Background: an optimization exercise with open tools, aiming at small area, a short achievable clock period and few clock cycles. Do not read the settings as production practice. RTL that was checked went through simulation tests only; none was proved equivalent to the original. Function not checked in run 5: the RTL went through the layout flow alone. Power is estimated from default activity; no workload was simulated.

==> design/flow/design.v <==
package sha256_pkg;
  localparam int SHA_BLOCK_W   = 512;
  localparam int SHA_DIGEST_W  = 256;
  localparam int BLK_BYTES     = SHA_BLOCK_W / 8;
  localparam int LEN_FIELD_OFS = 56;
  localparam logic [7:0] PAD_BYTE = 8'h80;
  typedef enum logic [1:0] {
    PH_DATA = 2'd0,    
    PH_PAD  = 2'd1,    
    PH_LEN  = 2'd2     
  } pad_phase_t;
endpackage
import sha256_pkg::*;
module sha256_blk_buf (
  input  logic                   Clk,
  input  logic                   shift,      
  input  logic [7:0]             in_byte,
  input  logic                   load,       
  output logic [SHA_BLOCK_W-1:0] rd_data
);
  logic [SHA_BLOCK_W-1:0] stage_q;
  logic [SHA_BLOCK_W-1:0] out_q;
  always_ff @(posedge Clk) begin
    if (shift) begin
      stage_q <= {stage_q[SHA_BLOCK_W-9:0], in_byte};
    end
    if (load) begin
      out_q <= stage_q;
    end
  end
  assign rd_data = out_q;
endmodule
import sha256_pkg::*;
module sha256_msg_padder #(
  parameter int LEN_W   = 64,
  parameter int TIMEOUT = 4096
) (
  input  logic                   Clk,
  input  logic                   Rst,
  input  logic [7:0]             i_Byte,
  input  logic                   i_fValid,
  input  logic                   i_fLast,
  output logic                   o_fReady,
  output logic [SHA_BLOCK_W-1:0] o_Data,
  output logic                   o_fStart,
  output logic                   o_fFirst,
  input  logic                   i_fDone,
  output logic                   o_fMsgDone,
  output logic                   o_fErr
);
  localparam int TMO_W  = $clog2(TIMEOUT) + 1;    
  localparam int HI_W   = LEN_W - 9;              
  localparam int CH_W   = 8;                      
  localparam int N_CH   = (HI_W + CH_W - 1) / CH_W;
  sha256_pkg::pad_phase_t ph_q, ph_d;
  logic              need80_q, need80_d;
  logic [5:0]        pos_q, pos_d;           
  logic              full_q, full_d;         
  logic              s_final_q, s_final_d;   
  logic              first_pend_q, first_pend_d;
  logic              ready_q, ready_d;       
  logic [5:0]        lo_q, lo_d;             
  logic [HI_W-1:0]   hi_q, hi_d;             
  logic [N_CH-1:0]   cy_q, cy_d;             
  logic              hi_ones_q;
  logic              live_q;                 
  logic              start_q, busy_q, out_q, out_d;    
  logic              r_first_q, r_final_q;
  logic [TMO_W-1:0]  tcnt_q, tcnt_d;
  logic              msgdone_q, err_q, err_d;
  logic              rdy, accept, shift, xfer, ack, tmo, flush, near_tmo, len_end, clr, inc;
  logic [7:0]        in_byte, len_byte;
  logic [63:0]       len_field;
  assign len_field = {hi_q, lo_q, 3'b000};
  assign len_byte  = len_field[63 - 8*pos_q[2:0] -: 8];
  sha256_blk_buf u_buf (
    .Clk     (Clk),
    .shift   (shift),
    .in_byte (in_byte),
    .load    (xfer),
    .rd_data (o_Data)
  );
  always_comb begin
    rdy      = live_q & (ph_q == PH_DATA) & ~full_q & ~(out_q & tcnt_q[TMO_W-1]);
    accept   = i_fValid & rdy;
    ack      = out_q & i_fDone;
    tmo      = out_q & ~i_fDone & tcnt_q[TMO_W-1];
    near_tmo = out_q & ~i_fDone & (tcnt_q == TMO_W'(TIMEOUT - 1));
    flush    = tmo & ~r_final_q;
    xfer     = full_q & (~busy_q | ack);
    shift    = (ph_q == PH_DATA) ? accept : ~full_q;
    len_end  = (ph_q == PH_LEN) & shift & (pos_q == 6'd63);
    clr      = flush | len_end | ~live_q;
    inc      = (ph_q == PH_DATA) & accept;
    case (ph_q)
      PH_DATA: in_byte = i_Byte;
      PH_PAD:  in_byte = need80_q ? PAD_BYTE : 8'h00;
      default: in_byte = len_byte;
    endcase
    ph_d     = ph_q;
    need80_d = need80_q;
    case (ph_q)
      PH_DATA: if (accept && i_fLast) begin
        ph_d     = PH_PAD;
        need80_d = 1'b1;
      end
      PH_PAD: if (shift) begin
        need80_d = 1'b0;
        if (pos_q == 6'(LEN_FIELD_OFS - 1)) ph_d = PH_LEN;
      end
      default: if (len_end) ph_d = PH_DATA;
    endcase
    pos_d        = shift ? pos_q + 6'd1 : pos_q;
    full_d       = (shift & (pos_q == 6'd63)) | (full_q & ~xfer);
    s_final_d    = len_end | (s_final_q & ~xfer);
    first_pend_d = xfer ? s_final_q : first_pend_q;
    if (flush) begin
      ph_d         = PH_DATA;
      need80_d     = 1'b0;
      pos_d        = '0;
      full_d       = 1'b0;
      s_final_d    = 1'b0;
      first_pend_d = 1'b1;
    end
    ready_d = (ph_d == PH_DATA) & ~full_d & ~near_tmo;
    lo_d = lo_q + 6'(inc);
    hi_d = hi_inc;
    cy_d = cy_nxt;
    if (clr) begin
      lo_d = '0;
      hi_d = '0;
      cy_d = '0;
    end
    out_d  = (busy_q & ~out_q) | (out_q & ~i_fDone & ~tcnt_q[TMO_W-1]);
    tcnt_d = xfer ? '0 : (out_q ? tcnt_q + TMO_W'(1) : tcnt_q);
    err_d  = err_q | tmo | (inc & (lo_q == 6'd63) & hi_ones_q);
  end
  logic [HI_W-1:0] hi_inc;
  logic [N_CH-1:0] cy_nxt;
  for (genvar c = 0; c < N_CH; c++) begin : g_hi
    localparam int W = (c == N_CH - 1) ? HI_W - CH_W * c : CH_W;
    logic cin;
    assign cin = cy_q[c];
    assign hi_inc[CH_W*c +: W] = hi_q[CH_W*c +: W] + W'(cin);
    if (c + 1 < N_CH) begin : g_cy
      assign cy_nxt[c + 1] = cin & (&hi_q[CH_W*c +: W]);
    end
  end
  assign cy_nxt[0] = inc & (lo_q == 6'd63);
  always_ff @(posedge Clk or posedge Rst) begin
    if (Rst) begin
      ph_q         <= PH_DATA;
      need80_q     <= 1'b0;
      pos_q        <= '0;
      full_q       <= 1'b0;
      s_final_q    <= 1'b0;
      first_pend_q <= 1'b1;
      ready_q      <= 1'b0;
      live_q       <= 1'b0;
      start_q      <= 1'b0;
      busy_q       <= 1'b0;
      out_q        <= 1'b0;
      msgdone_q    <= 1'b0;
      err_q        <= 1'b0;
    end else begin
      ph_q         <= ph_d;
      need80_q     <= need80_d;
      pos_q        <= pos_d;
      full_q       <= full_d;
      s_final_q    <= s_final_d;
      first_pend_q <= first_pend_d;
      ready_q      <= ready_d;
      live_q       <= 1'b1;
      start_q      <= xfer;
      busy_q       <= xfer | out_d;
      out_q        <= out_d;
      msgdone_q    <= ack & r_final_q;
      err_q        <= err_d;
    end
  end
  always_ff @(posedge Clk) begin
    lo_q      <= lo_d;
    hi_q      <= hi_d;
    cy_q      <= cy_d;
    hi_ones_q <= &hi_q;
  end
  always_ff @(posedge Clk) begin
    if (xfer) begin
      r_first_q <= first_pend_q;
      r_final_q <= s_final_q;
    end
    tcnt_q <= tcnt_d;
  end
  assign o_fReady   = ready_q;
  assign o_fStart   = start_q;
  assign o_fFirst   = r_first_q;
  assign o_fMsgDone = msgdone_q;
  assign o_fErr     = err_q;
endmodule
==> design/flow/flow/run.sh <==
#!/bin/bash
# Own layout flow: the standard layout with two changes:
# - the port buffers are sky130_fd_sc_hd__buf_2 (buffer_ports' default pick is
#   a delay cell, clkdlybuf4s50_1);
# - after global placement the output buffers, and the registers that drive
#   only them, are moved next to their pins (flow/obuf_near_driver.tcl).
set -euo pipefail
WORK=$(cd "$(dirname "$0")/.." && pwd)
cd "$WORK"
bash standard.sh "BUFFER_PORTS_ARGS=-buffer_cell sky130_fd_sc_hd__buf_2" \
  "POST_GLOBAL_PLACE_TCL=$WORK/flow/obuf_near_driver.tcl" finish \
  > "$WORK/standard_finish.log" 2>&1
==> design/flow/flow/obuf_near_driver.tcl <==
# After global placement, for each output port:
# - when its register drives only the port's buffer, the buffer goes next to the
#   pin and the register right behind it;
# - otherwise the buffer goes next to the cell that drives it.
# The buffers keep their size (dont_touch) so the registers see a small load.
# Detailed placement legalizes the moved cells.
set block [ord::get_db_block]
set core [$block getCoreArea]
set cx0 [$core xMin]; set cy0 [$core yMin]; set cx1 [$core xMax]; set cy1 [$core yMax]
set dbu [$block getDbUnitsPerMicron]
proc clampv { v lo hi } { expr { $v < $lo ? $lo : ($v > $hi ? $hi : $v) } }
set near_pin 0; set near_drv 0
foreach bterm [$block getBTerms] {
  if { [$bterm getIoType] != "OUTPUT" } { continue }
  set net [$bterm getNet]
  if { $net == "NULL" } { continue }
  set bpins [$bterm getBPins]
  if { [llength $bpins] == 0 } { continue }
  set bb [[lindex $bpins 0] getBBox]
  set px [expr { ([$bb xMin] + [$bb xMax]) / 2 }]
  set py [expr { ([$bb yMin] + [$bb yMax]) / 2 }]
  set buf ""
  foreach it [$net getITerms] {
    if { [$it isOutputSignal] } { set buf [$it getInst] }
  }
  if { $buf == "" } { continue }
  set innet ""
  foreach it [$buf getITerms] {
    if { [$it isInputSignal] } { set innet [$it getNet] }
  }
  if { $innet == "" || $innet == "NULL" } { continue }
  set drv ""; set nload 0
  foreach it [$innet getITerms] {
    if { [$it isOutputSignal] } { set drv [$it getInst] } elseif { [$it isInputSignal] } { incr nload }
  }
  if { $drv == "" } { continue }
  if { $nload == 1 && [[$drv getMaster] isSequential] } {
    # unit step from the pin into the core
    set dx 0; set dy 0
    if { $px <= $cx0 } { set dx 1 } elseif { $px >= $cx1 } { set dx -1 } elseif { $py <= $cy0 } { set dy 1 } else { set dy -1 }
    set fw [[$drv getMaster] getWidth]
    set bw [[$buf getMaster] getWidth]
    set bx [expr { $px + $dx * $dbu }]
    set by [expr { $py + $dy * $dbu }]
    if { $dx < 0 } { set bx [expr { $bx - $bw }] }
    set fx [expr { $dx > 0 ? $bx + $bw : ($dx < 0 ? $bx - $fw : $px - $fw / 2) }]
    set fy [expr { $dy != 0 ? $by + $dy * 3 * $dbu : $by }]
    $buf setLocation [expr { int([clampv $bx $cx0 [expr { $cx1 - $bw }]]) }] [expr { int([clampv $by $cy0 [expr { $cy1 - 3 * $dbu }]]) }]
    $drv setLocation [expr { int([clampv $fx $cx0 [expr { $cx1 - $fw }]]) }] [expr { int([clampv $fy $cy0 [expr { $cy1 - 3 * $dbu }]]) }]
    incr near_pin
  } else {
    set loc [$drv getLocation]
    $buf setLocation [lindex $loc 0] [lindex $loc 1]
    incr near_drv
  }
  $buf setDoNotTouch 1
}
puts "obuf_near_driver: $near_pin buffers and registers moved to their pins, $near_drv buffers moved to their drivers"
estimate_parasitics -placement
==> design/flow/standard.sh <==
#!/bin/bash
# synth_recipe.tcl (not shown) runs the flow's synth.tcl, then flattens the netlist and writes it again
# the make line also repeats each setting of config.mk as NAME=value (left out here)
make -C /OpenROAD-flow-scripts/flow DESIGN_CONFIG=/design/flow/config.mk WORK_HOME=/design/flow/orfs CLKGATE_MAP_FILE= SYNTH_SCRIPT=/design/flow/synth_recipe.tcl "${@:-finish}"
==> design/flow/config.mk <==
export PLATFORM = sky130hd
export DESIGN_NAME = sha256_msg_padder
export DESIGN_NICKNAME = sha256_msg_padder
export VERILOG_FILES = /design/flow/design.v
export SDC_FILE = /design/flow/constraint.sdc
export NUM_CORES = 4
export LEC_CHECK = 0
export CAP_MARGIN = 20
export CORE_MARGIN = 2
export CORE_UTILIZATION = 40
export CTS_CLUSTER_DIAMETER = 150
export CTS_CLUSTER_SIZE = 30
export SETUP_SLACK_MARGIN = 2.8
export SLEW_MARGIN = 20
==> design/flow/constraint.sdc <==
create_clock -name core_clock -period 5.0 [get_ports {Clk}]
set_input_delay 1.0000 -clock core_clock [delete_from_list [all_inputs] [get_ports {Clk}]]
set_output_delay 1.0000 -clock core_clock [all_outputs]
set_load 0.01 [all_outputs]
==> flow_metrics.tcl, run 1 <==
set metrics [dict create \
    outcome "complete, no violations" \
    drt_pre_antenna_iters 5 \
    reg2reg_depth 6 \
    reg2reg_setup_slack_ns 2.83 \
    synth_area_um2 35600 \
    overflow 0 \
    globalRouteTotalUtil_pct 14.6 \
    p_per_area_nw_per_um2 510 \
    timing.final.crit_share_pct 44.4 \
    rr_startpoint "out_q" \
    dp_hpwl_um 47300 \
    drt-total-wl_um 70900 \
    synth_area_leaders "edfxtp_1 (87%), dfxtp_1 (4.6%), dfrtp_1 (1.3%)" \
    regToRegEndpoint "u_buf.stage_q[8]" \
    synth_edf_count 1026 \
    clk_pin_slew_ns 0.10 \
    postSynthRegisterBits 1127 \
    library_cell_with_the_highest_instance_count_after_synthesis "edfxtp_1" \
    worstPathRequired_ns 4.00 \
    dieWidth_um 302 \
    finalNetCount 2155 \
    chipHeight_um 302 \
    share_of_cells_above_drive_strength_1_pct 30.2 \
    placement.io_buffers 529 \
    post-synth-top-area-cell "edfxtp_1" \
    insertion_delay_ns 0.62 \
    timing.hold.ws_ns 0.432 \
    cp.arrival_ns 1.22 \
    dieArea_um2 91400 \
    syn2layout_area_growth_pct 16.5 \
    synthArstFlopShare_pct 1.69 \
    vias_in_the_first_global_route 15300 \
    p_clk_share_pct 20.1 \
    timing.critical_path.cells "buf_2" \
    synth_area_per_cell_um2 23.3 \
    place.detailed.instances 3228 \
    timing.critical_path.to "o_Data[313]" \
    fin_area_um2 41500 \
    antenna_found_initial 5 \
    largest_vdd_supply_drop_v 0.000523 \
    final_hold_viol_count 0 \
    power.share.sequential_pct 73.4 \
    setup.worst_path.end_class "primary output" \
    timing_max_transition_violations_final 0 \
    cts.root.buffer_cell "clkbuf_16" \
    power.combinational.fraction_pct 6.5 \
    rsz0062_at_grt "yes" \
    num_vias 15900 \
    totalPowerFinal_mw 21.2 \
    hold_class "flip-flop to flip-flop" \
    std_cell_rows 109 \
    critical_path_buf_inv_count 1 \
    skew_ns 0.0237 \
    worst-path-stages 1 \
    timing.max_slew.rel_slack_pct 40.4 \
    max_cap_viol_count 0 \
    clock_tree_from_tritoncts "built" \
    crit_path_from "u_buf.out_q[313]" \
    coreArea_um2 88200 \
    avgRoutedWirePerCell_um 21.4 \
    timing.final.crit_period_ns 2.22 \
    critical-path-max-stage-delay_ns 0.44 \
    design.portCount 530 \
    seq_area_um2 32900 \
    critical_path.max_fanout 1 \
    synthTopCellsByCount "edfxtp_1 (1026), nor2_1 (99), dfxtp_1 (82)" \
    critical_path.top_delay_family "flip-flops" \
    leakagePower_nw 15.4 \
    power.internal_mw 16.0 \
    postRouteAntennaNets 0 \
    power_switching_share_pct 24.6 \
    min-delay-start "u_buf.stage_q[506]" \
    filler_cell_count 7050 \
    synthDominantCellAreaShare_pct 86.6 \
    htree_num_levels 2 \
    achievable-frequency_ghz 0.450 \
    yosys_warn_count 2 \
    cts_inserted_buffers 43 \
    worst_path_max_delay_cell "edfxtp_1" \
    detail_route.iter0.violations 1473 \
    area_taken_by_multi_input_logic_gates_um2 2620 \
    drc 0 \
    grt_pass1_wl_um 99300 \
    path_class "flip-flop to primary output" \
    syn-instance-count 1528 \
    cts.hold.buffers_added 0 \
    initial_utilization_pct 40.3 \
    setup_viol 0 \
    synth-main-ff-cell "edfxtp_1" \
    synth.yosys.seq_area_share_pct 92.5 \
    cts_max_path_buffers 3 \
    tightest_slew_ns 0.893 \
    critical_path_start_type "flip-flop" \
    final_cell_count_no_fill 3308 \
    clock_sink_count 1127 \
    synth.net_count 1560 \
    synth_cell_type_count 55 \
    grt_start_max_net_pins 165 \
    p_sw_mw 5.21 \
    detail_route.vias_per_cell 4.80 \
    placed_cell_area_um2 39900 \
]
==> flip-flops by register name, indices dropped and copies added, names as in the netlist, 2 cells and up <==
name	cells
cy_q	7
hi_q	55
lo_q	6
ph_q	2
pos_q	6
tcnt_q	13
u_buf.out_q	512
u_buf.stage_q	512
==> stage by stage <==
stage	utilization, %	setup slack, ns	setup TNS [ns]
global placement	45.2	2.01	0
CTS	46.9	2.72	0
detailed placement	45.3	1.83	0
finish	47.0	2.78	0
global route	47.0	2.71	0
floorplan	-	-4.97	-2542.70
==> per-layer routing <==
metal  up-vias  routed length, µm  global-route usage, %
met5         -                 34                      0
met4         6               1430                   3.45
met2       670              35200                   24.9
met3        81               5140                   2.84
met1      8065              29000                   19.5
li1       7070                  -                      -
==> power groups by stage <==
stage	sequential, mW	combinational (mW)	clock (mW)
6_report	15.5	1.37	4.26
5_1_grt	15.8	1.51	4.71
4_1_cts	15.6	1.32	4.40
3_5_place_dp	15.8	1.23	0
3_3_place_gp	15.2	1.23	0
2_1_floorplan	14.8	0.759	0
==> layout make-up <==
type,instances,area share (%)
diodes,4,0.0241
clock buffers,58,2.78
clock inverters,3,0.0995
inverters,5,0.0452
multi-input cells,378,6.31
flip-flops and latches,1127,79.4
well taps,1165,3.51
repair buffers,568,7.83
==> what timing repair did <==
action / CTS / global route
gates cloned: 3 / 2
pin swaps: 1 / 0
endpoints found under the setup margin: 1005 / 842
gates resized for setup: 16 / 2
setup buffers: 4 / 6
==> layout by cell type (no fill, tap or decap), types with 8 or more instances in the layout <==
cell type     n
nor2_1       98
clkbuf_16    46
and3_1       18
o21ai_0       8
nand4_1      12
and2_1       17
dfrtp_1      15
buf_2       529
xnor2_1      29
nand2_1      25
ha_1         18
nand3_1      31
clkbuf_1     14
buf_4        20
dfxtp_1      82
mux4_2        8
edfxtp_1   1026
xor2_1       33
a21oi_1      11
==> logic make-up (layout without fill, tap and decap cells) <==
kind of cell	count (synthesis)	after routing	share of synthesized area, %
DFF	1127	1127	92.5
and+or+nand+nor	234	234	3.25
xor gates and xnor gates	63	63	1.55
AOI/OAI and AO/OA	42	42	0.802
buffers and inverters	23	634	0.373
adders and majority gates	19	19	0.668
muxes	19	19	0.833
other	1	5	0.0105
==> worst min-delay path by stage <==
stage | slack, ns | endpoint | cells past startpoint
2_1_floorplan | 0.40 | u_buf.out_q[504] | 0
3_3_place_gp | 0.40 | u_buf.out_q[511] | 0
3_5_place_dp | 0.40 | u_buf.out_q[506] | 0
4_1_cts | 0.44 | u_buf.out_q[506] | 0
5_1_grt | 0.46 | u_buf.out_q[510] | 0
6_report | 0.43 | u_buf.out_q[506] | 0
Testbench counts, summed over its fixed seeds: cycles 56,712.
==> inputs of run 2 (changes only) <==
--- a/design/flow/flow/run.sh
+++ b/design/flow/flow/run.sh
@@ -8,5 +8,6 @@
 WORK=$(cd "$(dirname "$0")/.." && pwd)
 cd "$WORK"
 bash standard.sh "BUFFER_PORTS_ARGS=-buffer_cell sky130_fd_sc_hd__buf_2" \
-  "POST_GLOBAL_PLACE_TCL=$WORK/flow/obuf_near_driver.tcl" finish \
+  "POST_GLOBAL_PLACE_TCL=$WORK/flow/obuf_near_driver.tcl" \
+  "POST_DETAIL_ROUTE_TCL=$WORK/flow/unfirm.tcl" finish \
   > "$WORK/standard_finish.log" 2>&1
--- a/design/flow/flow/obuf_near_driver.tcl
+++ b/design/flow/flow/obuf_near_driver.tcl
@@ -3,13 +3,15 @@
 #   pin and the register right behind it;
 # - otherwise the buffer goes next to the cell that drives it.
 # The buffers keep their size (dont_touch) so the registers see a small load.
-# Detailed placement legalizes the moved cells.
+# The moved cells are legalized here and then held (FIRM) so that later
+# placement steps do not pull them back; flow/unfirm.tcl releases them after
+# detailed routing.
 set block [ord::get_db_block]
 set core [$block getCoreArea]
 set cx0 [$core xMin]; set cy0 [$core yMin]; set cx1 [$core xMax]; set cy1 [$core yMax]
 set dbu [$block getDbUnitsPerMicron]
 proc clampv { v lo hi } { expr { $v < $lo ? $lo : ($v > $hi ? $hi : $v) } }
-set near_pin 0; set near_drv 0
+set near_pin 0; set near_drv 0; set firm {}
 foreach bterm [$block getBTerms] {
   if { [$bterm getIoType] != "OUTPUT" } { continue }
   set net [$bterm getNet]
@@ -47,6 +49,7 @@
     set fy [expr { $dy != 0 ? $by + $dy * 3 * $dbu : $by }]
     $buf setLocation [expr { int([clampv $bx $cx0 [expr { $cx1 - $bw }]]) }] [expr { int([clampv $by $cy0 [expr { $cy1 - 3 * $dbu }]]) }]
     $drv setLocation [expr { int([clampv $fx $cx0 [expr { $cx1 - $fw }]]) }] [expr { int([clampv $fy $cy0 [expr { $cy1 - 3 * $dbu }]]) }]
+    lappend firm $buf $drv
     incr near_pin
   } else {
     set loc [$drv getLocation]
@@ -56,4 +59,6 @@
   $buf setDoNotTouch 1
 }
 puts "obuf_near_driver: $near_pin buffers and registers moved to their pins, $near_drv buffers moved to their drivers"
+detailed_placement
+foreach inst $firm { $inst setPlacementStatus FIRM }
 estimate_parasitics -placement
==> design/flow/flow/unfirm.tcl (new file) <==
# Release the cells obuf_near_driver.tcl held in place.
foreach inst [[ord::get_db_block] getInsts] {
  if { [$inst getPlacementStatus] == "FIRM" } { $inst setPlacementStatus PLACED }
}
==> run 2 against run 1 <==
Compared with the run above: wire length grew 1.3%; non-clock buffer count shrank 1; register-to-register slack gained 0.08 ns; first-iteration DRC count shrank 2.8%; final area is essentially flat; clock power shrank 1%; critical endpoint is now o_Data[236].
==> flow_metrics.tcl, run 2 <==
set metrics [dict create \
    dp_worst_setup_slack_ns 1.89 \
    skew_ns 0.0283 \
    placement.io_buffers 529 \
    timing.final.crit_share_pct 44.4 \
    overflow 0 \
    max_cap_viol_count 0 \
    synth_area_um2 35600 \
    timing.final.crit_period_ns 2.22 \
    cp.arrival_ns 1.22 \
    finalNetCount 2154 \
    synth_edf_count 1026 \
    syn2layout_area_growth_pct 16.5 \
    synthDominantCellAreaShare_pct 86.6 \
    rsz0062_at_grt "yes" \
    biggestRegsByFlops "u_buf.out_q: 512 flops, u_buf.stage_q: 512 flops, hi_q: 55 flops" \
    drt_pre_antenna_iters 5 \
    postSynthRegisterBits 1127 \
    fin_area_um2 41500 \
    antenna_found_initial 8 \
    avgRoutedWirePerCell_um 21.7 \
    dp_hpwl_um 51000 \
    leakagePower_nw 15.4 \
    place.detailed.instances 3228 \
    std_cell_rows 109 \
    achievable-frequency_ghz 0.451 \
    layout.core_utilization_pct 47.0 \
    hold_class "flip-flop to flip-flop" \
    synth_cell_type_count 55 \
    detail_route.vias_per_cell 4.83 \
    synthTopCellsByCount "edfxtp_1 (1026), nor2_1 (99), dfxtp_1 (82)" \
    path_class "flip-flop to primary output" \
    chipHeight_um 302 \
    library_cell_with_the_highest_instance_count_after_synthesis "edfxtp_1" \
    timing.critical_path.cells "buf_2" \
    grt_pass1_wl_um 101000 \
    globalRouteTotalUtil_pct 14.8 \
    synthArstFlopShare_pct 1.69 \
    coreArea_um2 88200 \
    drc 0 \
    grt_start_max_net_pins 165 \
    final_hold_viol_count 0 \
    yosys_warn_count 2 \
    synth.yosys.seq_area_share_pct 92.5 \
    detail_route.iter0.violations 1432 \
    synth_area_leaders "edfxtp_1 (87%), dfxtp_1 (4.6%), dfrtp_1 (1.3%)" \
    syn-instance-count 1528 \
    critical-path-max-stage-delay_ns 0.44 \
    synth-main-ff-cell "edfxtp_1" \
    tightest_slew_ns 0.810 \
    setup.worst_path.end_class "primary output" \
    post-synth-top-area-cell "edfxtp_1" \
    share_of_cells_above_drive_strength_1_pct 30.2 \
    critical_path_start_type "flip-flop" \
    final_cell_count_no_fill 3304 \
    worst_path_max_delay_cell "edfxtp_1" \
    critical_path.top_delay_family "flip-flops" \
    largest_vdd_supply_drop_v 0.000394 \
    cts.hold.buffers_added 0 \
    postLayoutSetupSlackWorst_ns 2.78 \
    drt-total-wl_um 71800 \
    timing_max_transition_violations_final 0 \
    synth.net_count 1560 \
    totalPowerFinal_mw 21.2 \
    clock_sink_count 1127 \
    cts.root.buffer_cell "clkbuf_16" \
    setup_total_negative_slack_ns 0 \
    dieWidth_um 302 \
    cts_inserted_buffers 43 \
    dieArea_um2 91400 \
    cts_max_path_buffers 3 \
    timing.max_slew.rel_slack_pct 46.0 \
    clock_tree_from_tritoncts "built" \
    critical_path_buf_inv_count 1 \
    postRouteAntennaNets 0 \
    most-common-layout-cells "edfxtp_1 (1026), buf_2 (529), nor2_1 (98)" \
    worstPathRequired_ns 4.00 \
    vias_in_the_first_global_route 15200 \
    p_per_area_nw_per_um2 510 \
    critical_path.max_fanout 1 \
    timing.hold.ws_ns 0.435 \
    num_vias 16000 \
    synth_area_per_cell_um2 23.3 \
    design.portCount 530 \
    outcome "complete, no violations" \
    initial_utilization_pct 40.3 \
    htree_num_levels 2 \
    placed_cell_area_um2 39900 \
    clk_pin_slew_ns 0.11 \
    insertion_delay_ns 0.61 \
    most_common_cell_after_layout_fill_and_taps_aside "edfxtp_1" \
    setup_viol 0 \
]
-- run 2: report_power, final --
group / switching, mW / leakage (nW) / internal [mW]
registers: 1.79 / 11.4 / 13.8
clock network: 2.54 / 0.577 / 1.65
logic: 0.867 / 3.39 / 0.492
-- run 2: worst paths after layout --
check / start / endpoint / slack (ns) / cells after the start
max: u_buf.out_q[236] / o_Data[236] / 2.78 / 1
min: u_buf.stage_q[506] / u_buf.out_q[506] / 0.43 / 0
max reg2reg: out_q / u_buf.stage_q[510] / 2.91 / 5
min reg2reg: u_buf.stage_q[506] / u_buf.out_q[506] / 0.43 / 0
max in group asynchronous: Rst / pos_q[0] / 3.86 / 2
min in group asynchronous: Rst / start_q / 0.55 / 2
-- run 2: logic make-up after synthesis --
logic type / count (synthesis) / share of synthesized area (%)
flip-flops: 1127 / 92.5
AND/OR/NAND/NOR: 234 / 3.25
XOR/XNOR: 63 / 1.55
AO/OA/AOI/OAI: 42 / 0.802
buffers and inverters: 23 / 0.373
adder cells (fa/ha/maj): 19 / 0.668
multiplexers: 19 / 0.833
other: 1 / 0.0105
-- run 2: layout make-up --
cell class / count / area, µm²
fill: 6946 / 46800
clock inverter: 3 / 41.3
inverter: 5 / 18.8
antenna: 1 / 2.50
sequential: 1127 / 32900
clock buffer: 58 / 1150
tap: 1165 / 1460
multi-input combinational: 378 / 2620
timing repair buffer: 567 / 3230
-- run 2: layer usage --
layer | GRT usage (%) | share of wire, % | vias to the layer above
met4 | 3.48 | 2.1 | 12
met3 | 2.33 | 6.4 | 86
met1 | 20.2 | 41 | 8125
li1 | - | - | 7054
met5 | 0 | 0.096 | -
met2 | 25.3 | 50 | 695
-- run 2: repair_timing --
action / in CTS / in global routing
setup buffers: 4 / 4
endpoints found under the setup margin: 905 / 741
gates resized for setup: 16 / 9
pin swaps: 1 / 0
gates cloned: 3 / 3
==> inputs of run 3 (changes only) <==
==> design/flow/flow/obuf_near_driver.tcl (replaced) <==
# After global placement, for each output port whose register drives only the
# port's buffer, the register and the buffer are placed side by side in a band
# of rows along the die edge, next to the port's pin; any other output buffer
# goes next to the cell that drives it. The buffers keep their size
# (dont_touch) so the registers see a small load. The moved cells are
# legalized here and then held (FIRM) so that later placement steps do not
# pull them back; flow/unfirm.tcl releases them after detailed routing.
set block [ord::get_db_block]
set core [$block getCoreArea]
set cx0 [$core xMin]; set cy0 [$core yMin]; set cx1 [$core xMax]; set cy1 [$core yMax]
set row0 [lindex [$block getRows] 0]
set rowh [[$row0 getSite] getHeight]
set sitew [[$row0 getSite] getWidth]
set nrows [expr { ($cy1 - $cy0) / $rowh }]
proc snapx { x } {
  global cx0 sitew
  expr { $cx0 + int(($x - $cx0) / $sitew) * $sitew }
}
set pairs {}
set near_drv 0
foreach bterm [$block getBTerms] {
  if { [$bterm getIoType] != "OUTPUT" } { continue }
  set net [$bterm getNet]
  if { $net == "NULL" } { continue }
  set bpins [$bterm getBPins]
  if { [llength $bpins] == 0 } { continue }
  set bb [[lindex $bpins 0] getBBox]
  set px [expr { ([$bb xMin] + [$bb xMax]) / 2 }]
  set py [expr { ([$bb yMin] + [$bb yMax]) / 2 }]
  set buf ""
  foreach it [$net getITerms] {
    if { [$it isOutputSignal] } { set buf [$it getInst] }
  }
  if { $buf == "" } { continue }
  $buf setDoNotTouch 1
  set innet ""
  foreach it [$buf getITerms] {
    if { [$it isInputSignal] } { set innet [$it getNet] }
  }
  if { $innet == "" || $innet == "NULL" } { continue }
  set drv ""; set nload 0
  foreach it [$innet getITerms] {
    if { [$it isOutputSignal] } { set drv [$it getInst] } elseif { [$it isInputSignal] } { incr nload }
  }
  if { $drv == "" } { continue }
  if { $nload == 1 && [[$drv getMaster] isSequential] } {
    if { $px <= $cx0 } { set side L } elseif { $px >= $cx1 } { set side R } elseif { $py <= $cy0 } { set side B } else { set side T }
    lappend pairs [list $side $px $py $buf $drv]
  } else {
    set loc [$drv getLocation]
    $buf setLocation [lindex $loc 0] [lindex $loc 1]
    incr near_drv
  }
}

# Top and bottom: pairs sorted along the edge, each put in the row nearest the
# edge that still has room at its pin's x.
set firm {}
foreach side {B T} {
  set list {}
  foreach p $pairs { if { [lindex $p 0] == $side } { lappend list $p } }
  set list [lsort -integer -index 1 $list]
  array unset nextx
  for { set r 0 } { $r < 12 } { incr r } { set nextx($r) $cx0 }
  foreach p $list {
    lassign $p s px py buf drv
    set w [expr { [[$drv getMaster] getWidth] + [[$buf getMaster] getWidth] }]
    set want [expr { $px - $w / 2 }]
    set best -1
    for { set r 0 } { $r < 12 } { incr r } {
      if { $nextx($r) <= $want } { set best $r; break }
    }
    if { $best < 0 } {
      set best 0
      for { set r 1 } { $r < 12 } { incr r } {
        if { $nextx($r) < $nextx($best) } { set best $r }
      }
    }
    set x [snapx [expr { max($want, $nextx($best)) }]]
    if { $x + $w > $cx1 } { set x [snapx [expr { $cx1 - $w }]] }
    set y [expr { $side == "B" ? $cy0 + $best * $rowh : $cy0 + ($nrows - 1 - $best) * $rowh }]
    $drv setLocation $x $y
    $buf setLocation [expr { $x + [[$drv getMaster] getWidth] }] $y
    set nextx($best) [expr { $x + $w }]
    lappend firm $buf $drv
  }
}
# Left and right: each pair goes in the row nearest its pin, buffer at the edge
# side, register behind it, deeper when the row is already taken.
foreach side {L R} {
  array unset depth
  foreach p $pairs {
    if { [lindex $p 0] != $side } { continue }
    lassign $p s px py buf drv
    set fw [[$drv getMaster] getWidth]
    set bw [[$buf getMaster] getWidth]
    set r0 [expr { int(($py - $cy0) / $rowh) }]
    set best ""
    foreach d {0 1 -1 2 -2} {
      set r [expr { min(max($r0 + $d, 0), $nrows - 1) }]
      if { ![info exists depth($r)] } { set depth($r) 0 }
      if { $best == "" || $depth($r) < $depth($best) } { set best $r }
      if { $depth($r) == 0 } { set best $r; break }
    }
    set y [expr { $cy0 + $best * $rowh }]
    set d $depth($best)
    if { $side == "L" } {
      set bx [snapx [expr { $cx0 + $d }]]
      set fx [expr { $bx + $bw }]
    } else {
      set bx [snapx [expr { $cx1 - $d - $bw }]]
      set fx [expr { $bx - $fw }]
    }
    $buf setLocation $bx $y
    $drv setLocation $fx $y
    set depth($best) [expr { $d + $fw + $bw }]
    lappend firm $buf $drv
  }
}
puts "obuf_near_driver: [llength $pairs] registers and buffers put by their pins, $near_drv buffers moved to their drivers"
detailed_placement
foreach inst $firm { $inst setPlacementStatus FIRM }
estimate_parasitics -placement
==> run 3 against run 2 <==
Compared with the run above: the flow now stops in global placement; area after synthesis unchanged; synthesized cell count unchanged.
==> flow_metrics.tcl, run 3 <==
set metrics [dict create \
    postSynthRegisterBits 1127 \
    outcome "aborted with a tool error" \
    post-synth-top-area-cell "edfxtp_1" \
    chipHeight_um 302 \
    synth.net_count 1560 \
    initial_utilization_pct 40.3 \
    syn-instance-count 1528 \
    synth_cell_type_count 55 \
    dieWidth_um 302 \
    synth-main-ff-cell "edfxtp_1" \
    synthTopCellsByCount "edfxtp_1 (1026), nor2_1 (99), dfxtp_1 (82)" \
    std_cell_rows 109 \
    synthArstFlopShare_pct 1.69 \
    synth_area_um2 35600 \
    step_where_the_flow_halted "global placement" \
    synth.yosys.seq_area_share_pct 92.5 \
    synth_edf_count 1026 \
    synthDominantCellAreaShare_pct 86.6 \
    flow.first_error "Error: global_place.tcl, 78 can't read \"cx0\": no such variable" \
    library_cell_with_the_highest_instance_count_after_synthesis "edfxtp_1" \
    placement.io_buffers 529 \
    design.portCount 530 \
    synth_area_per_cell_um2 23.3 \
    synth_area_leaders "edfxtp_1 (87%), dfxtp_1 (4.6%), dfrtp_1 (1.3%)" \
    yosys_warn_count 2 \
]
## run 3: cell families after synthesis
group	Yosys count	synth area share (%)
flops	1127	92.5
simple gates	234	3.25
xor+xnor	63	1.55
compound gates	42	0.802
buf+inv	23	0.373
fa+ha+maj	19	0.668
mux	19	0.833
other cells	1	0.0105
==> inputs of run 4 (changes only) <==
--- a/design/flow/flow/obuf_near_driver.tcl
+++ b/design/flow/flow/obuf_near_driver.tcl
@@ -12,9 +12,8 @@
 set rowh [[$row0 getSite] getHeight]
 set sitew [[$row0 getSite] getWidth]
 set nrows [expr { ($cy1 - $cy0) / $rowh }]
-proc snapx { x } {
-  global cx0 sitew
-  expr { $cx0 + int(($x - $cx0) / $sitew) * $sitew }
+proc snapx { x x0 w } {
+  expr { $x0 + int(($x - $x0) / $w) * $w }
 }
 set pairs {}
 set near_drv 0
@@ -76,8 +75,8 @@
         if { $nextx($r) < $nextx($best) } { set best $r }
       }
     }
-    set x [snapx [expr { max($want, $nextx($best)) }]]
-    if { $x + $w > $cx1 } { set x [snapx [expr { $cx1 - $w }]] }
+    set x [snapx [expr { max($want, $nextx($best)) }] $cx0 $sitew]
+    if { $x + $w > $cx1 } { set x [snapx [expr { $cx1 - $w }] $cx0 $sitew] }
     set y [expr { $side == "B" ? $cy0 + $best * $rowh : $cy0 + ($nrows - 1 - $best) * $rowh }]
     $drv setLocation $x $y
     $buf setLocation [expr { $x + [[$drv getMaster] getWidth] }] $y
@@ -105,10 +104,10 @@
     set y [expr { $cy0 + $best * $rowh }]
     set d $depth($best)
     if { $side == "L" } {
-      set bx [snapx [expr { $cx0 + $d }]]
+      set bx [snapx [expr { $cx0 + $d }] $cx0 $sitew]
       set fx [expr { $bx + $bw }]
     } else {
-      set bx [snapx [expr { $cx1 - $d - $bw }]]
+      set bx [snapx [expr { $cx1 - $d - $bw }] $cx0 $sitew]
       set fx [expr { $bx - $fw }]
     }
     $buf setLocation $bx $y
==> run 4 against run 3 <==
Compared with the run above: now clean on timing, DRC and antenna; area after synthesis unchanged; synthesized cell count unchanged.
==> flow_metrics.tcl, run 4 <==
set metrics [dict create \
    outcome "complete, no violations" \
    critical_path_buf_inv_count 1 \
    detail_route.vias_per_cell 4.81 \
    finalNetCount 2151 \
    chipHeight_um 302 \
    whs_path_depth 0 \
    timing.final.crit_period_ns 2.21 \
    rsz0062_at_grt "yes" \
    worst_path_max_delay_cell "edfxtp_1" \
    detail_route.iter0.violations 1438 \
    most_common_cell_after_layout_fill_and_taps_aside "edfxtp_1" \
    timing_max_transition_violations_final 0 \
    achievable-frequency_ghz 0.453 \
    coreArea_um2 88200 \
    most-common-layout-cells "edfxtp_1 (1026), buf_2 (529), nor2_1 (98)" \
    clock_tree_from_tritoncts "built" \
    grt_start_max_net_pins 165 \
    dp_hpwl_um 52000 \
    synth_area_per_cell_um2 23.3 \
    cts_max_path_buffers 3 \
    overflow 0 \
    timing.hold.ws_ns 0.438 \
    clock_sink_count 1127 \
    synthTopCellsByCount "edfxtp_1 (1026), nor2_1 (99), dfxtp_1 (82)" \
    path_class "flip-flop to primary output" \
    htree_num_levels 2 \
    dieWidth_um 302 \
    library_cell_with_the_highest_instance_count_after_synthesis "edfxtp_1" \
    max_cap_viol_count 0 \
    synth_cell_type_count 55 \
    synthDominantCellAreaShare_pct 86.6 \
    setup_total_negative_slack_ns 0 \
    design.portCount 530 \
    final_hold_viol_count 0 \
    setup.worst_path.end_class "primary output" \
    critical_path.top_delay_family "flip-flops" \
    min-delay-start "u_buf.stage_q[510]" \
    critical_path_start_type "flip-flop" \
    synth.net_count 1560 \
    timing.final.crit_share_pct 44.2 \
    tightest_slew_ns 0.963 \
    cts.root.buffer_cell "clkbuf_16" \
    rr_startpoint "out_q" \
    reg2reg_setup_slack_ns 2.87 \
    drt-total-wl_um 74200 \
    layout.core_utilization_pct 46.9 \
    grt_pass1_wl_um 104000 \
    regToRegEndpoint "u_buf.stage_q[471]" \
    setup_viol 0 \
    yosys_warn_count 2 \
    placement.io_buffers 529 \
    clk_pin_slew_ns 0.11 \
    syn-instance-count 1528 \
    synthArstFlopShare_pct 1.69 \
    cts_inserted_buffers 43 \
    leakagePower_nw 15.3 \
    synth_area_leaders "edfxtp_1 (87%), dfxtp_1 (4.6%), dfrtp_1 (1.3%)" \
    placed_cell_area_um2 39900 \
    biggestRegsByFlops "u_buf.out_q: 512 flops, u_buf.stage_q: 512 flops, hi_q: 55 flops" \
    drc 0 \
    critical_path.max_fanout 1 \
    cts.hold.buffers_added 0 \
    postRouteAntennaNets 0 \
    vias_in_the_first_global_route 15500 \
    timing.max_slew.rel_slack_pct 35.8 \
    num_vias 15900 \
    antenna_found_initial 8 \
    postSynthRegisterBits 1127 \
    synth_edf_count 1026 \
    p_per_area_nw_per_um2 514 \
    std_cell_rows 109 \
    syn2layout_area_growth_pct 16.3 \
    critical-path-max-stage-delay_ns 0.42 \
    worstPathRequired_ns 4.00 \
    fin_area_um2 41400 \
    largest_vdd_supply_drop_v 0.000474 \
    dieArea_um2 91400 \
    avgRoutedWirePerCell_um 22.5 \
    hold_class "flip-flop to flip-flop" \
    skew_ns 0.0259 \
    reg2reg_depth 5 \
    synth_area_um2 35600 \
    share_of_cells_above_drive_strength_1_pct 30.1 \
    initial_utilization_pct 40.3 \
    synth-main-ff-cell "edfxtp_1" \
    synth.yosys.seq_area_share_pct 92.5 \
    cp.arrival_ns 1.21 \
    timing.critical_path.cells "buf_2" \
    holdPathEnd "u_buf.out_q[510]" \
    insertion_delay_ns 0.62 \
    globalRouteTotalUtil_pct 15.3 \
    filler_cell_count 6956 \
    drt_pre_antenna_iters 5 \
    post-synth-top-area-cell "edfxtp_1" \
]
[run 4: cell counts after synthesis]
Identical to the previous run, type by type.
[run 4: layout make-up]
cell class,instances,area (µm²),share of cell area [%]
timing repair buffer,563,3160,7.64
sequential,1127,32900,79.6
inverter,5,18.8,0.0453
clock buffer,58,1150,2.79
antenna,2,5.00,0.0121
clock inverter,3,41.3,0.0997
tap,1165,1460,3.52
multi-input combinational,379,2630,6.35
[run 4: cell families (layout without fill, tap and decap cells)]
group           Yosys count  in the layout  synth area share [%]
flops                  1127           1127                  92.5
xor+xnor                 63             63                  1.55
simple gates            234            235                  3.25
mux                      19             19                 0.833
compound gates           42             42                 0.802
other cells               1              3                0.0105
buf+inv                  23            629                 0.373
fa+ha+maj                19             19                 0.668
[run 4: worst max-delay path by stage]
stage,start,end,cells after the start
after floorplan,i_fValid,pos_q[1],4
after global placement,pos_q[0],u_buf.stage_q[4],6
after detailed placement,pos_q[0],u_buf.stage_q[4],6
after CTS,u_buf.out_q[178],o_Data[178],1
after global routing,u_buf.out_q[178],o_Data[178],1
final,u_buf.out_q[389],o_Data[389],1
[run 4: worst register-to-register path, delay by kind of cell, from the launching register on]
kind                   cells  cell delay [ns]
buffers and inverters      2             0.73
AOI/OAI and AO/OA          1             0.22
and+or+nand+nor            2             0.30
DFF                        1             0.53
[run 4: what timing repair did]
item,CTS,global route
endpoints found under the setup margin,988,794
buffers inserted,6,0
pin swaps,1,0
cloned,2,3
gates resized for setup,15,9
[run 4: layer usage]
layer / GRT usage (%) / routed length, µm / vias to the layer above
met4: 4.04 / 1880 / 10
li1: - / - / 7063
met3: 3.94 / 6250 / 101
met1: 20.3 / 30000 / 7949
met2: 25.1 / 36000 / 746
met5: 0 / 57 / -
[run 4: stage by stage]
step           cells  worst slack (ns)  power [mW]
2_1_floorplan   1528             -4.97        15.6
3_3_place_gp    3228              2.01        16.4
3_5_place_dp    3228              1.85        17.1
4_1_cts         3297              2.73        21.5
5_1_grt         3300              2.72        22.1
6_report        3302              2.79        21.3
[run 4: report_power, final]
part / switching [mW] / total [mW] / internal, mW
clock: 2.59 / 4.24 / 1.65
sequential: 1.82 / 15.6 / 13.8
combinational: 0.899 / 1.38 / 0.486
==> inputs of run 5 (changes only) <==
--- a/design/flow/design.v
+++ b/design/flow/design.v
@@ -65,6 +65,7 @@
   logic              hi_ones_q;
   logic              live_q;                 
   logic              start_q, busy_q, out_q, out_d;    
+  logic              go_idle_q, go_ack_q, pad_go_q;
   logic              r_first_q, r_final_q;
   logic [TMO_W-1:0]  tcnt_q, tcnt_d;
   logic              msgdone_q, err_q, err_d;
@@ -87,8 +88,8 @@
     tmo      = out_q & ~i_fDone & tcnt_q[TMO_W-1];
     near_tmo = out_q & ~i_fDone & (tcnt_q == TMO_W'(TIMEOUT - 1));
     flush    = tmo & ~r_final_q;
-    xfer     = full_q & (~busy_q | ack);
-    shift    = (ph_q == PH_DATA) ? accept : ~full_q;
+    xfer     = go_idle_q | (go_ack_q & i_fDone);    
+    shift    = accept | pad_go_q;                    
     len_end  = (ph_q == PH_LEN) & shift & (pos_q == 6'd63);
     clr      = flush | len_end | ~live_q;
     inc      = (ph_q == PH_DATA) & accept;
@@ -159,6 +160,9 @@
       live_q       <= 1'b0;
       start_q      <= 1'b0;
       busy_q       <= 1'b0;
+      go_idle_q    <= 1'b0;
+      go_ack_q     <= 1'b0;
+      pad_go_q     <= 1'b0;
       out_q        <= 1'b0;
       msgdone_q    <= 1'b0;
       err_q        <= 1'b0;
@@ -173,6 +177,9 @@
       live_q       <= 1'b1;
       start_q      <= xfer;
       busy_q       <= xfer | out_d;
+      go_idle_q    <= full_d & ~(xfer | out_d);
+      go_ack_q     <= full_d & out_d;
+      pad_go_q     <= (ph_d != PH_DATA) & ~full_d;
       out_q        <= out_d;
       msgdone_q    <= ack & r_final_q;
       err_q        <= err_d;
==> run 5 against run 4 <==
Compared with the run above: combinational power up 110%; cell count is 0.36% lower; flip-flop and latch count grew 3; synthesized cell count is 0.39% higher; critical endpoint is now o_Data[400]; largest cell class unchanged; largest power group unchanged; highest routed layer unchanged.
==> flow_metrics.tcl, run 5 <==
set metrics [dict create \
    area_taken_by_multi_input_logic_gates_um2 2680 \
    yosys.area_share.simple_pct 3.39 \
    placement.io_buffers 529 \
    postSynthRegisterBits 1130 \
    biggestRegsByFlops "u_buf.out_q: 512 flops, u_buf.stage_q: 512 flops, hi_q: 55 flops" \
    fin_area_um2 41300 \
    timing.max_slew.rel_slack_pct 41.8 \
    drt-total-wl_um 73200 \
    cp.arrival_ns 1.21 \
    antenna_found_initial 9 \
    clk_pin_slew_ns 0.11 \
    grt_start_max_net_pins 128 \
    num_vias 16000 \
    globalRouteTotalUtil_pct 15.1 \
    achievable-frequency_ghz 0.453 \
    syn-instance-count 1534 \
    tightest_slew_ns 0.872 \
    seq_area_um2 33000 \
    synth.yosys.seq_area_share_pct 92.2 \
    timing.critical_path.cells "buf_2" \
    timing.final.crit_period_ns 2.21 \
    share_of_the_synthesized_area_in_compound_gates_ao_oa_aoi_oai_pct 1.01 \
    setup_total_negative_slack_ns 0 \
    rsz0062_at_grt "yes" \
    worst_path_max_delay_cell "edfxtp_1" \
    drc 0 \
    library_cell_with_the_highest_instance_count_after_synthesis "edfxtp_1" \
    syn2layout_area_growth_pct 15.5 \
    initial_utilization_pct 40.4 \
    htree_num_levels 2 \
    critical_path_buf_inv_count 1 \
    p_per_area_nw_per_um2 564 \
    grt_pass1_wl_um 104000 \
    path_class "flip-flop to primary output" \
    critical_path_start_type "flip-flop" \
    hold_class "flip-flop to flip-flop" \
    yosys_warn_count 2 \
    dp_hpwl_um 50700 \
    cts.root.buffer_cell "clkbuf_16" \
    most-common-layout-cells "edfxtp_1 (1026), buf_2 (529), nor2_1 (87)" \
    dominant_combinational_cell_family_by_area_after_synthesis "simple AND/OR/NAND/NOR gates" \
    critical_path.top_delay_family "flip-flops" \
    synth_area_leaders "edfxtp_1 (86%), dfxtp_1 (4.6%), dfrtp_1 (1.5%)" \
    cts_max_path_buffers 3 \
    skew_ns 0.0286 \
    place.detailed.instances 3218 \
    coreArea_um2 88500 \
    critical_path.max_fanout 1 \
    synthTopCellsByCount "edfxtp_1 (1026), nor2_1 (87), dfxtp_1 (82)" \
    cts.hold.buffers_added 0 \
    chipHeight_um 303 \
    clock_sink_count 1130 \
    finalNetCount 2137 \
    leakagePower_nw 13.8 \
    timing_max_transition_violations_final 0 \
    synthDominantCellAreaShare_pct 86.1 \
    final_hold_viol_count 0 \
    max_cap_viol_count 0 \
    synth_edf_count 1026 \
    filler_cell_count 6990 \
    clock_tree_from_tritoncts "built" \
    synth_area_um2 35800 \
    drt_pre_antenna_iters 5 \
    placed_cell_area_um2 40000 \
    post_synth_mux_area_share_pct 0.860 \
    critical-path-max-stage-delay_ns 0.43 \
    worstPathRequired_ns 4.00 \
    detail_route.iter0.violations 1735 \
    design.portCount 530 \
    synthArstFlopShare_pct 1.95 \
    dieArea_um2 91900 \
    detail_route.vias_per_cell 4.86 \
    share_of_cells_above_drive_strength_1_pct 29.8 \
    yosys.area_share.adder_pct 0.664 \
    std_cell_rows 109 \
    cts_inserted_buffers 43 \
    post-synth-top-area-cell "edfxtp_1" \
    synth.net_count 1566 \
    final_cell_count_no_fill 3290 \
    synth-main-ff-cell "edfxtp_1" \
    setup_viol 0 \
    largest_vdd_supply_drop_v 0.000348 \
    outcome "complete, no violations" \
    synth_area_per_cell_um2 23.3 \
    dieWidth_um 303 \
    insertion_delay_ns 0.62 \
    most_common_cell_after_layout_fill_and_taps_aside "edfxtp_1" \
    synth_cell_type_count 58 \
    overflow 0 \
    yosys.area_share.xor_xnor_pct 1.42 \
    avgRoutedWirePerCell_um 22.3 \
    setup.worst_path.end_class "primary output" \
    postRouteAntennaNets 0 \
    vias_in_the_first_global_route 15400 \
    timing.final.crit_share_pct 44.2 \
]
-- run 5: cell count changes after synthesis, sizes merged, moves of 3 or more --
| cell | before | now |
|---|---|---|
| a21oi | 13 | 10 |
| nand2 | 27 | 21 |
| dfrtp | 18 | 21 |
| buf | 13 | 16 |
| nand4 | 12 | 21 |
| or3 | 3 | 7 |
| xor2 | 33 | 30 |
| nor2 | 100 | 87 |
| inv | 5 | 11 |
-- run 5: cell type report --
class / count / share of cell area (%)
antenna: 4 / 0.0242
clock buffer: 58 / 2.79
clock inverter: 3 / 0.0878
inverter: 11 / 0.194
multi-input combinational: 374 / 6.47
sequential: 1130 / 79.8
tap: 1165 / 3.53
timing repair buffer: 544 / 7.02
timing repair inverter: 1 / 0.0484
-- run 5: logic make-up after synthesis --
family / after synthesis
mux: 20
compound gates: 45
flops: 1130
fa+ha+maj: 19
other cells: 1
simple gates: 231
xor+xnor: 58
buf+inv: 30
-- run 5: layer usage --
| layer | up-vias | routed length, µm | track usage [%] |
|---|---|---|---|
| met4 | 8 | 1250 | 2.99 |
| li1 | 7069 | - | - |
| met1 | 8042 | 29700 | 20.2 |
| met3 | 86 | 5880 | 3.23 |
| met5 | - | 48 | 0 |
| met2 | 778 | 36300 | 25.8 |
-- run 5: what timing repair did --
action                                  in CTS  in global routing
endpoints found under the setup margin     938                584
gates cloned                                 3                  0
buffers inserted                             4                  0
pin swaps                                    1                  0
gates resized for setup                     10                  5
-- run 5: path summary, 6_finish.rpt --
| path | startpoint | end | slack, ns | cells after the start |
|---|---|---|---|---|
| max in group asynchronous | Rst | pos_q[0] | 3.81 | 2 |
| min in group asynchronous | Rst | pos_q[2] | 0.56 | 2 |
| worst max-delay path | u_buf.out_q[400] | o_Data[400] | 2.79 | 1 |
| worst min-delay path | u_buf.stage_q[504] | u_buf.out_q[504] | 0.43 | 0 |
| worst max register to register | live_q | u_buf.stage_q[235] | 2.87 | 4 |
| worst min register to register | u_buf.stage_q[504] | u_buf.out_q[504] | 0.43 | 0 |
-- run 5: per-stage QoR --
stage               util [%]  power [mW]  hold WS (ns)  worst slack (ns)
finish                  46.7        23.3         0.434              2.79
global placement        45.2        18.5         0.401              1.72
global route            46.7        24.3         0.436              2.70
detailed placement      45.2        19.2         0.406              1.65
floorplan                  -        17.0         0.400              2.04
CTS                     46.7        23.6         0.430              2.71
-- run 5: where the power goes --
part	leakage (nW)	switching [mW]	total (mW)	internal (mW)
clock network	0.576	2.60	4.25	1.65
registers	10.2	1.80	16.2	14.4
logic	3.05	2.08	2.90	0.819
==> inputs of run 6 (changes only) <==
--- a/design/flow/design.v
+++ b/design/flow/design.v
@@ -65,7 +65,6 @@
   logic              hi_ones_q;
   logic              live_q;                 
   logic              start_q, busy_q, out_q, out_d;    
-  logic              go_idle_q, go_ack_q, pad_go_q;
   logic              r_first_q, r_final_q;
   logic [TMO_W-1:0]  tcnt_q, tcnt_d;
   logic              msgdone_q, err_q, err_d;
@@ -88,8 +87,8 @@
     tmo      = out_q & ~i_fDone & tcnt_q[TMO_W-1];
     near_tmo = out_q & ~i_fDone & (tcnt_q == TMO_W'(TIMEOUT - 1));
     flush    = tmo & ~r_final_q;
-    xfer     = go_idle_q | (go_ack_q & i_fDone);    
-    shift    = accept | pad_go_q;                    
+    xfer     = full_q & (~busy_q | ack);
+    shift    = (ph_q == PH_DATA) ? accept : ~full_q;
     len_end  = (ph_q == PH_LEN) & shift & (pos_q == 6'd63);
     clr      = flush | len_end | ~live_q;
     inc      = (ph_q == PH_DATA) & accept;
@@ -160,9 +159,6 @@
       live_q       <= 1'b0;
       start_q      <= 1'b0;
       busy_q       <= 1'b0;
-      go_idle_q    <= 1'b0;
-      go_ack_q     <= 1'b0;
-      pad_go_q     <= 1'b0;
       out_q        <= 1'b0;
       msgdone_q    <= 1'b0;
       err_q        <= 1'b0;
@@ -177,9 +173,6 @@
       live_q       <= 1'b1;
       start_q      <= xfer;
       busy_q       <= xfer | out_d;
-      go_idle_q    <= full_d & ~(xfer | out_d);
-      go_ack_q     <= full_d & out_d;
-      pad_go_q     <= (ph_d != PH_DATA) & ~full_d;
       out_q        <= out_d;
       msgdone_q    <= ack & r_final_q;
       err_q        <= err_d;
==> design/flow/flow/run.sh (replaced) <==
#!/bin/bash
# Own layout flow: the standard layout with two changes:
# - the port buffers are sky130_fd_sc_hd__buf_2 (buffer_ports' default pick is
#   a delay cell, clkdlybuf4s50_1);
# - after global placement each output port's buffer is moved next to the cell
#   that drives it, so the register sees a short wire and the buffer drives the
#   long one (flow/obuf_near_driver.tcl).
set -euo pipefail
WORK=$(cd "$(dirname "$0")/.." && pwd)
cd "$WORK"
bash standard.sh "BUFFER_PORTS_ARGS=-buffer_cell sky130_fd_sc_hd__buf_2" \
  "POST_GLOBAL_PLACE_TCL=$WORK/flow/obuf_near_driver.tcl" finish \
  > "$WORK/standard_finish.log" 2>&1
==> design/flow/flow/obuf_near_driver.tcl (replaced) <==
# Move each output port's buffer onto its driver's location; detailed
# placement legalizes it later.
set block [ord::get_db_block]
set moved 0
foreach bterm [$block getBTerms] {
  if { [$bterm getIoType] != "OUTPUT" } { continue }
  set net [$bterm getNet]
  if { $net == "NULL" } { continue }
  set buf ""
  foreach it [$net getITerms] {
    if { [$it isOutputSignal] } { set buf [$it getInst] }
  }
  if { $buf == "" } { continue }
  set innet ""
  foreach it [$buf getITerms] {
    if { [$it isInputSignal] } { set innet [$it getNet] }
  }
  if { $innet == "" || $innet == "NULL" } { continue }
  set drv ""
  foreach it [$innet getITerms] {
    if { [$it isOutputSignal] } { set drv [$it getInst] }
  }
  if { $drv == "" } { continue }
  set loc [$drv getLocation]
  $buf setLocation [lindex $loc 0] [lindex $loc 1]
  incr moved
}
puts "obuf_near_driver: moved $moved output buffers"
estimate_parasitics -placement
removed: design/flow/flow/unfirm.tcl
==> run 6 against run 5 <==
Compared with the run above: worst setup slack better by 0.0041 ns; cell count up 0.55%; final area grew 1.3%; sequential power is 7% lower; critical path type unchanged; wire length fell by 4.1%; critical path depth stayed put; highest routed layer unchanged; count of clock-buffer cells in the layout unchanged; via count decreased by 2.0%; first-iteration DRC count shrank 29%; global-route usage shrank 0.63 points; largest power group unchanged; still clean on timing, DRC and antenna; clock skew up 0.0025 ns; total power down 11%.
==> flow_metrics.tcl, run 6 <==
set metrics [dict create \
    synth-main-ff-cell "edfxtp_1" \
    syn2layout_area_growth_pct 17.7 \
    timing.final.crit_period_ns 2.20 \
    fin_area_um2 41900 \
    drt_pre_antenna_iters 5 \
    hold_class "flip-flop to flip-flop" \
    placement.io_buffers 529 \
    synth_area_leaders "edfxtp_1 (87%), dfxtp_1 (4.6%), dfrtp_1 (1.3%)" \
    clk_pin_slew_ns 0.11 \
    timing.hold.ws_ns 0.430 \
    num_vias 15700 \
    most_common_cell_after_layout_fill_and_taps_aside "edfxtp_1" \
    drt-total-wl_um 70200 \
    std_cell_rows 109 \
    cts_max_path_buffers 3 \
    setup_viol 0 \
    antenna_found_initial 8 \
    share_of_cells_above_drive_strength_1_pct 30.3 \
    grt_start_max_net_pins 165 \
    syn-instance-count 1528 \
    setup.worst_path.end_class "primary output" \
    placed_cell_area_um2 39900 \
    clock_tree_from_tritoncts "built" \
    leakagePower_nw 15.5 \
    coreArea_um2 88200 \
    synth_edf_count 1026 \
    postRouteAntennaNets 0 \
    postLayoutSetupSlackWorst_ns 2.80 \
    largest_vdd_supply_drop_v 0.000342 \
    clock_sink_count 1127 \
    vias_in_the_first_global_route 15300 \
    grt_pass1_wl_um 99600 \
    chipHeight_um 302 \
    dp_worst_setup_slack_ns 1.83 \
    path_class "flip-flop to primary output" \
    timing.final.crit_share_pct 44.1 \
    critical-path-max-stage-delay_ns 0.43 \
    critical_path.max_fanout 1 \
    finalNetCount 2158 \
    p_per_area_nw_per_um2 497 \
    overflow 0 \
    insertion_delay_ns 0.62 \
    cts_inserted_buffers 43 \
    achievable-frequency_ghz 0.454 \
    tightest_slew_ns 0.821 \
    dieArea_um2 91400 \
    worstPathRequired_ns 4.00 \
    synthTopCellsByCount "edfxtp_1 (1026), nor2_1 (99), dfxtp_1 (82)" \
    synthArstFlopShare_pct 1.69 \
    htree_num_levels 2 \
    cts.root.buffer_cell "clkbuf_16" \
    dieWidth_um 302 \
    critical_path.top_delay_family "flip-flops" \
    max_cap_viol_count 0 \
    worst_path_max_delay_cell "edfxtp_1" \
    cp.arrival_ns 1.20 \
    skew_ns 0.0311 \
    initial_utilization_pct 40.3 \
    timing_max_transition_violations_final 0 \
    post-synth-top-area-cell "edfxtp_1" \
    critical_path_buf_inv_count 1 \
    synth.net_count 1560 \
    timing.critical_path.cells "buf_6" \
    synth_area_per_cell_um2 23.3 \
    biggestRegsByFlops "u_buf.out_q: 512 flops, u_buf.stage_q: 512 flops, hi_q: 55 flops" \
    synthDominantCellAreaShare_pct 86.6 \
    detail_route.vias_per_cell 4.73 \
    library_cell_with_the_highest_instance_count_after_synthesis "edfxtp_1" \
    synth.yosys.seq_area_share_pct 92.5 \
    globalRouteTotalUtil_pct 14.5 \
    avgRoutedWirePerCell_um 21.2 \
    most-common-layout-cells "edfxtp_1 (1026), buf_2 (469), nor2_1 (98)" \
    rsz0062_at_grt "yes" \
    detail_route.iter0.violations 1226 \
    critical_path_start_type "flip-flop" \
    postSynthRegisterBits 1127 \
    synth_cell_type_count 55 \
    synth_area_um2 35600 \
    dp_hpwl_um 46500 \
    drc 0 \
    yosys_warn_count 2 \
    design.portCount 530 \
    timing.max_slew.rel_slack_pct 45.2 \
    final_hold_viol_count 0 \
    outcome "complete, no violations" \
]
-- run 6: cell count changes after synthesis, moves of 4 or more --
cell	delta
a21oi_1	+4
inv_1	-5
nand2_1	+5
or3_1	-4
nand4_1	-7
mux2_2	-4
nor2_1	+12
-- run 6: repair_timing --
item	CTS	global route
cloned	5	1
setup endpoints to repair	1142	756
hold buffers	0	0
pin swaps	1	0
setup buffers	9	3
resized for setup	55	88
-- run 6: cells by family (layout without fill, tap and decap cells) --
kind of cell             after synthesis  count (layout)  synth area share, %
buffers and inverters                 23             637                0.373
XOR/XNOR                              63              63                 1.55
multiplexers                          19              19                0.833
other                                  1               2               0.0105
adder cells (fa/ha/maj)               19              19                0.668
AND/OR/NAND/NOR                      234             234                 3.25
AO/OA/AOI/OAI                         42              42                0.802
flip-flops                          1127            1127                 92.5
-- run 6: stage by stage --
step	TNS [ns]	power, mW	util, %	std cells
6_report	0	20.8	47.5	3308
3_5_place_dp	0	16.6	45.3	3228
2_1_floorplan	-2542.70	15.6	-	1528
4_1_cts	0	21.0	47.1	3303
3_3_place_gp	0	16.4	45.2	3228
5_1_grt	0	21.7	47.5	3307
-- run 6: worst paths after layout --
path,from,endpoint,slack (ns),cells after the start
max in group asynchronous,Rst,pos_q[0],3.88,2
hold / removal,u_buf.stage_q[505],u_buf.out_q[505],0.43,0
min in group asynchronous,Rst,msgdone_q,0.53,2
hold reg to reg,u_buf.stage_q[505],u_buf.out_q[505],0.43,0
setup / recovery,u_buf.out_q[115],o_Data[115],2.80,1
setup reg to reg,full_q,u_buf.out_q[56],2.90,5
-- run 6: layout make-up --
cell class	instances	area [µm²]
fillers	7310	46400
flip-flops and latches	1127	32900
repair buffers	571	3660
multi-input cells	378	2620
well taps	1165	1460
clock buffers	58	1150
clock inverters	3	41.3
inverters	5	18.8
diodes	1	2.50
-- run 6: metal layers --
metal  vias to the layer above  part of all wire (%)  GRT usage (%)
met1                      8004                    40           18.4
met3                        83                   8.8           4.54
met4                        12                   1.9           3.24
met5                         -                  0.11              0
met2                       481                    49           24.4
li1                       7080                     -              -
-- run 6: power by group --
group          total [mW]  internal (mW)  switching (mW)
registers            15.1           13.8            1.29
clock network        4.26           1.65            2.61
logic                1.47          0.532           0.943
total                20.8           16.0            4.84
Testbench counts of run 6, summed over its fixed seeds: cycles 56,712.

[static timing again, ports no longer ideal]
Ports are ideal in the flow. The routed layouts listed here were re-timed in OpenROAD.
Step 1 (the two cells are an assumption about what drives the block):
set clk [get_ports {Clk}]
set_driving_cell -lib_cell sky130_fd_sc_hd__clkbuf_16 $clk
set_driving_cell -lib_cell sky130_fd_sc_hd__buf_2 [delete_from_list [all_inputs] $clk]
Step 2 moves the port delays by t, midway between the first and last clock arrival at a register: inputs arrive t later, outputs are due t later. That takes back most of the time a late clock gives input paths.
a / b / c = ideal ports / drivers / drivers and shift; a / b = the first two.
| run | t, ns | setup WS [ns] | worst hold slack (ns) | worst setup path after step 2 | slew at the worst register clock pin (ns) |
|---|---|---|---|---|---|
| run 1 | 0.664 | 2.778 / 2.721 / 2.322 | 0.432 / 0.432 / 0.432 | input to register | 0.12 / 0.12 |
| run 2 | 0.655 | 2.781 / 2.724 / 2.299 | 0.435 / 0.435 / 0.435 | input to register | 0.12 / 0.12 |
| run 4 | 0.665 | 2.792 / 2.731 / 2.240 | 0.438 / 0.438 / 0.438 | input to register | 0.13 / 0.13 |
| run 5 | 0.653 | 2.791 / 2.737 / 2.180 | 0.434 / 0.434 / 0.434 | input to register | 0.12 / 0.12 |
| run 6 | 0.669 | 2.795 / 2.736 / 2.368 | 0.430 / 0.430 / 0.430 | input to register | 0.12 / 0.12 |
After both steps setup and hold are still met in every run listed. For run 5, which loses most, drivers alone change the setup slack by -0.054 ns; drivers and shift together by -0.611 ns.
